Source: an optimization exercise on an open RTL-to-GDS flow (aim: small area and a short achievable clock period). Production flows keep margins and buffers that such runs may drop.
At most, simulation tests tie the RTL to the original design; equivalence was not proved.
Power and IR drop assume default switching activity.

==> flow/design.v <==
package rs_pkg;
    typedef logic [6-1:0] preg_t;
    typedef logic [32-1:0] data_t;
    typedef logic [7-1:0] rob_idx_t;
    typedef logic [4-1:0] alu_op_t;
    typedef logic [$clog2(8)-1:0] rs_idx_t;
    typedef logic [8-1:0]         rs_mask_t;
    typedef logic [$clog2(8+1)-1:0] rs_count_t;
endpackage
`timescale 1ns/1ps
module rs_alloc (
    input  rs_pkg::rs_mask_t free_mask,
    output rs_pkg::rs_mask_t alloc_oh
);
    always_comb begin
        for (int i = 0; i < 8; i++) begin
            alloc_oh[i] = free_mask[i];
            for (int j = 0; j < i; j++) alloc_oh[i] = alloc_oh[i] & ~free_mask[j];
        end
    end
endmodule
`timescale 1ns/1ps
module rs_select (
    input  rs_pkg::rs_mask_t                         ready_mask,
    input  logic [8-1:0][8-1:0]  older,
    output rs_pkg::rs_mask_t                         sel_oh
);
    always_comb begin
        for (int i = 0; i < 8; i++) begin
            sel_oh[i] = ready_mask[i];
            for (int j = 0; j < 8; j++)
                if (j != i) sel_oh[i] = sel_oh[i] & ~(ready_mask[j] & older[j][i]);
        end
    end
endmodule
`timescale 1ns/1ps
module rs_entry_file (
    input  logic               clk,
    input  logic               rst,
    input  logic               flush,
    input  logic               dispatch_valid,
    input  rs_pkg::preg_t      dispatch_prs1,
    input  rs_pkg::preg_t      dispatch_prs2,
    input  rs_pkg::preg_t      dispatch_prd,
    input  rs_pkg::data_t      dispatch_src1_value,
    input  rs_pkg::data_t      dispatch_src2_value,
    input  logic               dispatch_src1_ready,
    input  logic               dispatch_src2_ready,
    input  rs_pkg::alu_op_t    dispatch_op,
    input  rs_pkg::rob_idx_t   dispatch_rob_idx,
    input  logic               cdb_valid,
    input  rs_pkg::preg_t      cdb_tag,
    input  rs_pkg::data_t      cdb_data,
    input  logic               issue_ack,
    output logic               issue_valid,
    output rs_pkg::preg_t      issue_prd,
    output rs_pkg::data_t      issue_src1,
    output rs_pkg::data_t      issue_src2,
    output rs_pkg::alu_op_t    issue_op,
    output rs_pkg::rob_idx_t   issue_rob_idx,
    output rs_pkg::rs_count_t  free_count,
    output logic               full,
    output logic               empty
);
    localparam int N = 8;
    localparam int T = 6;
    rs_pkg::rs_mask_t  valid;
    rs_pkg::rs_mask_t  issued;                  
    rs_pkg::rs_mask_t  sel_p;                   
    rs_pkg::rs_mask_t  sel_n;                   
    rs_pkg::rs_mask_t  sel_q, sel_m;            
    logic              sel_any;
    rs_pkg::rs_count_t free_q;
    logic              full_q, empty_q;
    logic [N-1:0][6-1:0] prd;
    logic [N-1:0][32-1:0] src1_val;          
    logic [N-1:0][32-1:0] src2_val;
    rs_pkg::rs_mask_t                src1_rdy;
    rs_pkg::rs_mask_t                src2_rdy;
    logic [N-1:0][4-1:0]   op;
    logic [N-1:0][7-1:0]  rob_idx;
    logic [N-1:0][N-1:0] older;
    rs_pkg::rs_mask_t alloc_oh;                 
    rs_pkg::rs_mask_t we;                       
    rs_pkg::rs_mask_t wake1, wake2, release_m;
    rs_pkg::rs_mask_t cdb_wr1, cdb_wr2;         
    rs_pkg::rs_mask_t older_disp;               
    rs_pkg::rs_mask_t next_ready;
    rs_pkg::rs_mask_t next_sel;
    logic [N-1:0][N-1:0] next_older;
    logic             clr, disp_fire, rel_any;
    logic             d_hit1, d_hit2, d_rdy1, d_rdy2;
    rs_pkg::data_t    d_val1, d_val2;
    rs_alloc u_alloc (
        .free_mask (~valid),
        .alloc_oh  (alloc_oh)
    );
    assign clr       = rst | flush;
    assign disp_fire = dispatch_valid & ~full_q;
    assign we        = dispatch_valid ? alloc_oh : '0;
    assign d_hit1 = cdb_valid && dispatch_prs1 == cdb_tag;
    assign d_hit2 = cdb_valid && dispatch_prs2 == cdb_tag;
    assign d_rdy1 = dispatch_src1_ready | d_hit1;
    assign d_rdy2 = dispatch_src2_ready | d_hit2;
    assign d_val1[32-1:T] = dispatch_src1_ready ? dispatch_src1_value[32-1:T] : cdb_data[32-1:T];
    assign d_val2[32-1:T] = dispatch_src2_ready ? dispatch_src2_value[32-1:T] : cdb_data[32-1:T];
    assign d_val1[T-1:0] = dispatch_src1_ready ? dispatch_src1_value[T-1:0] : d_hit1 ? cdb_data[T-1:0] : dispatch_prs1;
    assign d_val2[T-1:0] = dispatch_src2_ready ? dispatch_src2_value[T-1:0] : d_hit2 ? cdb_data[T-1:0] : dispatch_prs2;
    always_comb begin
        for (int i = 0; i < N; i++) begin
            wake1[i]      = cdb_valid && !src1_rdy[i] && src1_val[i][T-1:0] == cdb_tag;
            wake2[i]      = cdb_valid && !src2_rdy[i] && src2_val[i][T-1:0] == cdb_tag;
            cdb_wr1[i]    = wake1[i] && !alloc_oh[i];
            cdb_wr2[i]    = wake2[i] && !alloc_oh[i];
            release_m[i]  = cdb_valid && issued[i] && prd[i] == cdb_tag;
            older_disp[i] = dispatch_rob_idx < rob_idx[i];
            next_ready[i] = !clr && ((valid[i] && !issued[i] && !(issue_ack && sel_p[i]) &&
                                      (src1_rdy[i] || wake1[i]) && (src2_rdy[i] || wake2[i])) ||
                                     (we[i] && d_rdy1 && d_rdy2));
        end
        for (int i = 0; i < N; i++) begin
            for (int j = 0; j < N; j++) begin
                if (i < j)      next_older[i][j] = we[i] ? older_disp[j] : we[j] ? !older_disp[i] : older[i][j];
                else if (i > j) next_older[i][j] = !next_older[j][i];
                else            next_older[i][j] = 1'b0;
            end
        end
    end
    assign rel_any = |release_m;                
    rs_select u_select (
        .ready_mask (next_ready),
        .older      (next_older),
        .sel_oh     (next_sel)
    );
    assign issue_valid = sel_any;
    always_comb begin
        issue_prd     = '0;
        issue_src1    = '0;
        issue_src2    = '1;
        issue_op      = '0;
        issue_rob_idx = '1;
        for (int i = 0; i < N; i++) begin
            issue_prd         = issue_prd         | (prd[i]             & {6{sel_p[i]}});
            issue_src1[15:0]  = issue_src1[15:0]  | (src1_val[i][15:0]  & {16{sel_p[i]}});
            issue_src1[31:16] = issue_src1[31:16] | (src1_val[i][31:16] & {16{sel_q[i]}});
            issue_src2[15:0]  = issue_src2[15:0]  & (src2_val[i][15:0]  | {16{sel_n[i]}});
            issue_src2[31:16] = issue_src2[31:16] & (src2_val[i][31:16] | {16{sel_m[i]}});
            issue_op          = issue_op          | (op[i]              & {4{sel_q[i]}});
            issue_rob_idx     = issue_rob_idx     & (rob_idx[i]         | {7{sel_n[i]}});
        end
    end
    assign free_count = free_q;
    assign full       = full_q;
    assign empty      = empty_q;
    always_ff @(posedge clk) begin
        if (clr) begin
            valid   <= '0;
            issued  <= '0;
            sel_p   <= '0;
            sel_n   <= '1;
            sel_q   <= '0;
            sel_m   <= '1;
            sel_any <= 1'b0;
            free_q  <= rs_pkg::rs_count_t'(N);
            full_q  <= 1'b0;
            empty_q <= 1'b1;
        end else begin
            valid   <= (valid & ~release_m) | we;
            issued  <= (issued & ~release_m) | (issue_ack ? sel_p : '0);
            sel_p   <= next_sel;
            sel_n   <= ~next_sel;
            sel_q   <= next_sel & next_ready;       
            sel_m   <= ~(next_sel & next_ready);
            sel_any <= |next_ready;
            if (rel_any && !disp_fire) begin
                free_q  <= free_q + 1'b1;
                full_q  <= 1'b0;
                empty_q <= free_q == rs_pkg::rs_count_t'(N - 1);
            end else if (disp_fire && !rel_any) begin
                free_q  <= free_q - 1'b1;
                full_q  <= free_q == rs_pkg::rs_count_t'(1);
                empty_q <= 1'b0;
            end
        end
    end
    always_ff @(posedge clk) begin
        for (int i = 0; i < N; i++) begin
            if (alloc_oh[i]) begin
                prd[i]      <= dispatch_prd;
                op[i]       <= dispatch_op;
                rob_idx[i]  <= dispatch_rob_idx;
            end
            if (alloc_oh[i] || cdb_wr1[i]) begin
                src1_val[i] <= ((d_val1 & {32{alloc_oh[i]}}) | (cdb_data & {32{cdb_wr1[i]}}));
                src1_rdy[i] <= (d_rdy1 & alloc_oh[i]) | cdb_wr1[i];
            end
            if (alloc_oh[i] || cdb_wr2[i]) begin
                src2_val[i] <= ((d_val2 & {32{alloc_oh[i]}}) | (cdb_data & {32{cdb_wr2[i]}}));
                src2_rdy[i] <= (d_rdy2 & alloc_oh[i]) | cdb_wr2[i];
            end
            for (int j = i + 1; j < N; j++) older[i][j] <= next_older[i][j];
        end
    end
endmodule
`timescale 1ns/1ps
module rs_top (
    input  logic               clk,
    input  logic               rst,
    input  logic               flush,
    input  logic               dispatch_valid,
    input  rs_pkg::preg_t      dispatch_prs1,
    input  rs_pkg::preg_t      dispatch_prs2,
    input  rs_pkg::preg_t      dispatch_prd,
    input  rs_pkg::data_t      dispatch_src1_value,
    input  rs_pkg::data_t      dispatch_src2_value,
    input  logic               dispatch_src1_ready,
    input  logic               dispatch_src2_ready,
    input  rs_pkg::alu_op_t    dispatch_op,
    input  rs_pkg::rob_idx_t   dispatch_rob_idx,
    input  logic               cdb_valid,
    input  rs_pkg::preg_t      cdb_tag,
    input  rs_pkg::data_t      cdb_data,
    input  logic               issue_ack,
    output logic               issue_valid,
    output rs_pkg::preg_t      issue_prd,
    output rs_pkg::data_t      issue_src1,
    output rs_pkg::data_t      issue_src2,
    output rs_pkg::alu_op_t    issue_op,
    output rs_pkg::rob_idx_t   issue_rob_idx,
    output rs_pkg::rs_count_t  free_count,
    output logic               full,
    output logic               empty
);
    rs_entry_file u_entries (
        .clk                 (clk),
        .rst                 (rst),
        .flush               (flush),
        .dispatch_valid      (dispatch_valid),
        .dispatch_prs1       (dispatch_prs1),
        .dispatch_prs2       (dispatch_prs2),
        .dispatch_prd        (dispatch_prd),
        .dispatch_src1_value (dispatch_src1_value),
        .dispatch_src2_value (dispatch_src2_value),
        .dispatch_src1_ready (dispatch_src1_ready),
        .dispatch_src2_ready (dispatch_src2_ready),
        .dispatch_op         (dispatch_op),
        .dispatch_rob_idx    (dispatch_rob_idx),
        .cdb_valid           (cdb_valid),
        .cdb_tag             (cdb_tag),
        .cdb_data            (cdb_data),
        .issue_ack           (issue_ack),
        .issue_valid         (issue_valid),
        .issue_prd           (issue_prd),
        .issue_src1          (issue_src1),
        .issue_src2          (issue_src2),
        .issue_op            (issue_op),
        .issue_rob_idx       (issue_rob_idx),
        .free_count          (free_count),
        .full                (full),
        .empty               (empty)
    );
endmodule
==> flow/config.mk <==
export PLATFORM = sky130hd
export DESIGN_NAME = rs_top
export DESIGN_NICKNAME = rs_top
export VERILOG_FILES = /design/flow/design.v
export SDC_FILE = /design/flow/constraint.sdc
export NUM_CORES = 4
export LEC_CHECK = 0
export CAP_MARGIN = 20
export CORE_MARGIN = 2
export CORE_UTILIZATION = 40
export SLEW_MARGIN = 20
==> flow/constraint.sdc <==
create_clock -name core_clock -period 19.0 [get_ports {clk}]
set_input_delay 3.8000 -clock core_clock [delete_from_list [all_inputs] [get_ports {clk}]]
set_output_delay 3.8000 -clock core_clock [all_outputs]
set_load 0.01 [all_outputs]
standard.sh (not shown) runs the stock make flow with config.mk's settings and CLKGATE_MAP_FILE= SYNTH_SCRIPT=/design/flow/synth_recipe.tcl, a recipe that flattens the netlist after the stock synthesis.
==> flow/flow/run.sh <==
#!/bin/bash
# Standard ORFS layout, with port buffers as plain buffers and timing repair aimed below the period.
set -euo pipefail
export BUFFER_PORTS_ARGS="-buffer_cell sky130_fd_sc_hd__buf_2"
export SETUP_SLACK_MARGIN=13

bash standard.sh > standard_flow.log 2>&1
Then changed:
--- a/flow/design.v
+++ b/flow/design.v
@@ -66,9 +66,8 @@
     localparam int T = 6;
     rs_pkg::rs_mask_t  valid;
     rs_pkg::rs_mask_t  issued;                  
-    rs_pkg::rs_mask_t  sel_p;                   
-    rs_pkg::rs_mask_t  sel_n;                   
-    rs_pkg::rs_mask_t  sel_q, sel_m;            
+    rs_pkg::rs_mask_t  sel_a;                   
+    rs_pkg::rs_mask_t  sel_b, sel_c, sel_d;     
     logic              sel_any;
     rs_pkg::rs_count_t free_q;
     logic              full_q, empty_q;
@@ -82,7 +81,9 @@
     logic [N-1:0][N-1:0] older;
     rs_pkg::rs_mask_t alloc_oh;                 
     rs_pkg::rs_mask_t we;                       
+    rs_pkg::rs_mask_t tag_eq1, tag_eq2;         
     rs_pkg::rs_mask_t wake1, wake2, release_m;
+    rs_pkg::rs_mask_t next_rdy1, next_rdy2;     
     rs_pkg::rs_mask_t cdb_wr1, cdb_wr2;         
     rs_pkg::rs_mask_t older_disp;               
     rs_pkg::rs_mask_t next_ready;
@@ -108,14 +109,18 @@
     assign d_val2[T-1:0] = dispatch_src2_ready ? dispatch_src2_value[T-1:0] : d_hit2 ? cdb_data[T-1:0] : dispatch_prs2;
     always_comb begin
         for (int i = 0; i < N; i++) begin
-            wake1[i]      = cdb_valid && !src1_rdy[i] && src1_val[i][T-1:0] == cdb_tag;
-            wake2[i]      = cdb_valid && !src2_rdy[i] && src2_val[i][T-1:0] == cdb_tag;
+            tag_eq1[i]    = src1_val[i][T-1:0] == cdb_tag;
+            tag_eq2[i]    = src2_val[i][T-1:0] == cdb_tag;
+            wake1[i]      = cdb_valid && !src1_rdy[i] && tag_eq1[i];
+            wake2[i]      = cdb_valid && !src2_rdy[i] && tag_eq2[i];
+            next_rdy1[i]  = src1_rdy[i] || (cdb_valid && tag_eq1[i]);
+            next_rdy2[i]  = src2_rdy[i] || (cdb_valid && tag_eq2[i]);
             cdb_wr1[i]    = wake1[i] && !alloc_oh[i];
             cdb_wr2[i]    = wake2[i] && !alloc_oh[i];
             release_m[i]  = cdb_valid && issued[i] && prd[i] == cdb_tag;
             older_disp[i] = dispatch_rob_idx < rob_idx[i];
-            next_ready[i] = !clr && ((valid[i] && !issued[i] && !(issue_ack && sel_p[i]) &&
-                                      (src1_rdy[i] || wake1[i]) && (src2_rdy[i] || wake2[i])) ||
+            next_ready[i] = !clr && ((valid[i] && !issued[i] && !(issue_ack && sel_a[i]) &&
+                                      next_rdy1[i] && next_rdy2[i]) ||
                                      (we[i] && d_rdy1 && d_rdy2));
         end
         for (int i = 0; i < N; i++) begin
@@ -136,17 +141,17 @@
     always_comb begin
         issue_prd     = '0;
         issue_src1    = '0;
-        issue_src2    = '1;
+        issue_src2    = '0;
         issue_op      = '0;
-        issue_rob_idx = '1;
-        for (int i = 0; i < N; i++) begin
-            issue_prd         = issue_prd         | (prd[i]             & {6{sel_p[i]}});
-            issue_src1[15:0]  = issue_src1[15:0]  | (src1_val[i][15:0]  & {16{sel_p[i]}});
-            issue_src1[31:16] = issue_src1[31:16] | (src1_val[i][31:16] & {16{sel_q[i]}});
-            issue_src2[15:0]  = issue_src2[15:0]  & (src2_val[i][15:0]  | {16{sel_n[i]}});
-            issue_src2[31:16] = issue_src2[31:16] & (src2_val[i][31:16] | {16{sel_m[i]}});
-            issue_op          = issue_op          | (op[i]              & {4{sel_q[i]}});
-            issue_rob_idx     = issue_rob_idx     & (rob_idx[i]         | {7{sel_n[i]}});
+        issue_rob_idx = '0;
+        for (int i = 0; i < N; i++) begin
+            issue_src1[15:0]  = issue_src1[15:0]  | (src1_val[i][15:0]  & {16{sel_a[i]}});
+            issue_src1[31:16] = issue_src1[31:16] | (src1_val[i][31:16] & {16{sel_b[i]}});
+            issue_prd         = issue_prd         | (prd[i]             & {6{sel_b[i]}});
+            issue_src2[15:0]  = issue_src2[15:0]  | (src2_val[i][15:0]  & {16{sel_c[i]}});
+            issue_op          = issue_op          | (op[i]              & {4{sel_c[i]}});
+            issue_src2[31:16] = issue_src2[31:16] | (src2_val[i][31:16] & {16{sel_d[i]}});
+            issue_rob_idx     = issue_rob_idx     | (rob_idx[i]         & {7{sel_d[i]}});
         end
     end
     assign free_count = free_q;
@@ -156,21 +161,21 @@
         if (clr) begin
             valid   <= '0;
             issued  <= '0;
-            sel_p   <= '0;
-            sel_n   <= '1;
-            sel_q   <= '0;
-            sel_m   <= '1;
+            sel_a   <= '0;
+            sel_b   <= '0;
+            sel_c   <= '0;
+            sel_d   <= '0;
             sel_any <= 1'b0;
             free_q  <= rs_pkg::rs_count_t'(N);
             full_q  <= 1'b0;
             empty_q <= 1'b1;
         end else begin
             valid   <= (valid & ~release_m) | we;
-            issued  <= (issued & ~release_m) | (issue_ack ? sel_p : '0);
-            sel_p   <= next_sel;
-            sel_n   <= ~next_sel;
-            sel_q   <= next_sel & next_ready;       
-            sel_m   <= ~(next_sel & next_ready);
+            issued  <= (issued & ~release_m) | (issue_ack ? sel_a : '0);
+            sel_a   <= next_sel;
+            sel_b   <= next_sel & next_ready;
+            sel_c   <= next_sel & {N{|next_ready}};
+            sel_d   <= next_sel & (next_ready | {N{rst}});
             sel_any <= |next_ready;
             if (rel_any && !disp_fire) begin
                 free_q  <= free_q + 1'b1;
After rerunning: The new run completed with no timing, DRC or antenna violations. Clock-buffer cell count came out higher by 9. Clock power came out higher by about 8%. Via count falls by 1.5%. Clock skew went up by 15 ps. Setup slack is worse by 36 ps.
No functional check of the RTL was part of the first run of this note.

port drivers added, routing unchanged:
How much do the figures lean on ideal ports? The routed layouts below were timed once more, with nothing changed but the port constraints. Step 1: set_driving_cell puts a clkbuf_16 on clk and a buf_2 on each other input, an assumption about the parent block. Step 2 also shifts input and output timing later by t, the mid clock arrival at the registers, as if the neighbouring blocks saw the same clock. Slacks: ideal / step 1 / step 2; pairs: ideal / step 1.
| run | t, ns | setup WS [ns] | hold slack, ns | cell pins on the clock port's net |
|---|---|---|---|---|
| the first run | 0.716 | 13.006 / 12.935 / 12.349 | 0.476 / 0.476 / 0.476 | 1 |
| the second run | 0.720 | 12.969 / 12.899 / 12.385 | 0.470 / 0.470 / 0.470 | 1 |
After both steps every run listed still meets setup and hold. The setup slack of the first run, which loses most, moves by -0.071 ns with the drivers and by -0.657 ns with both steps.
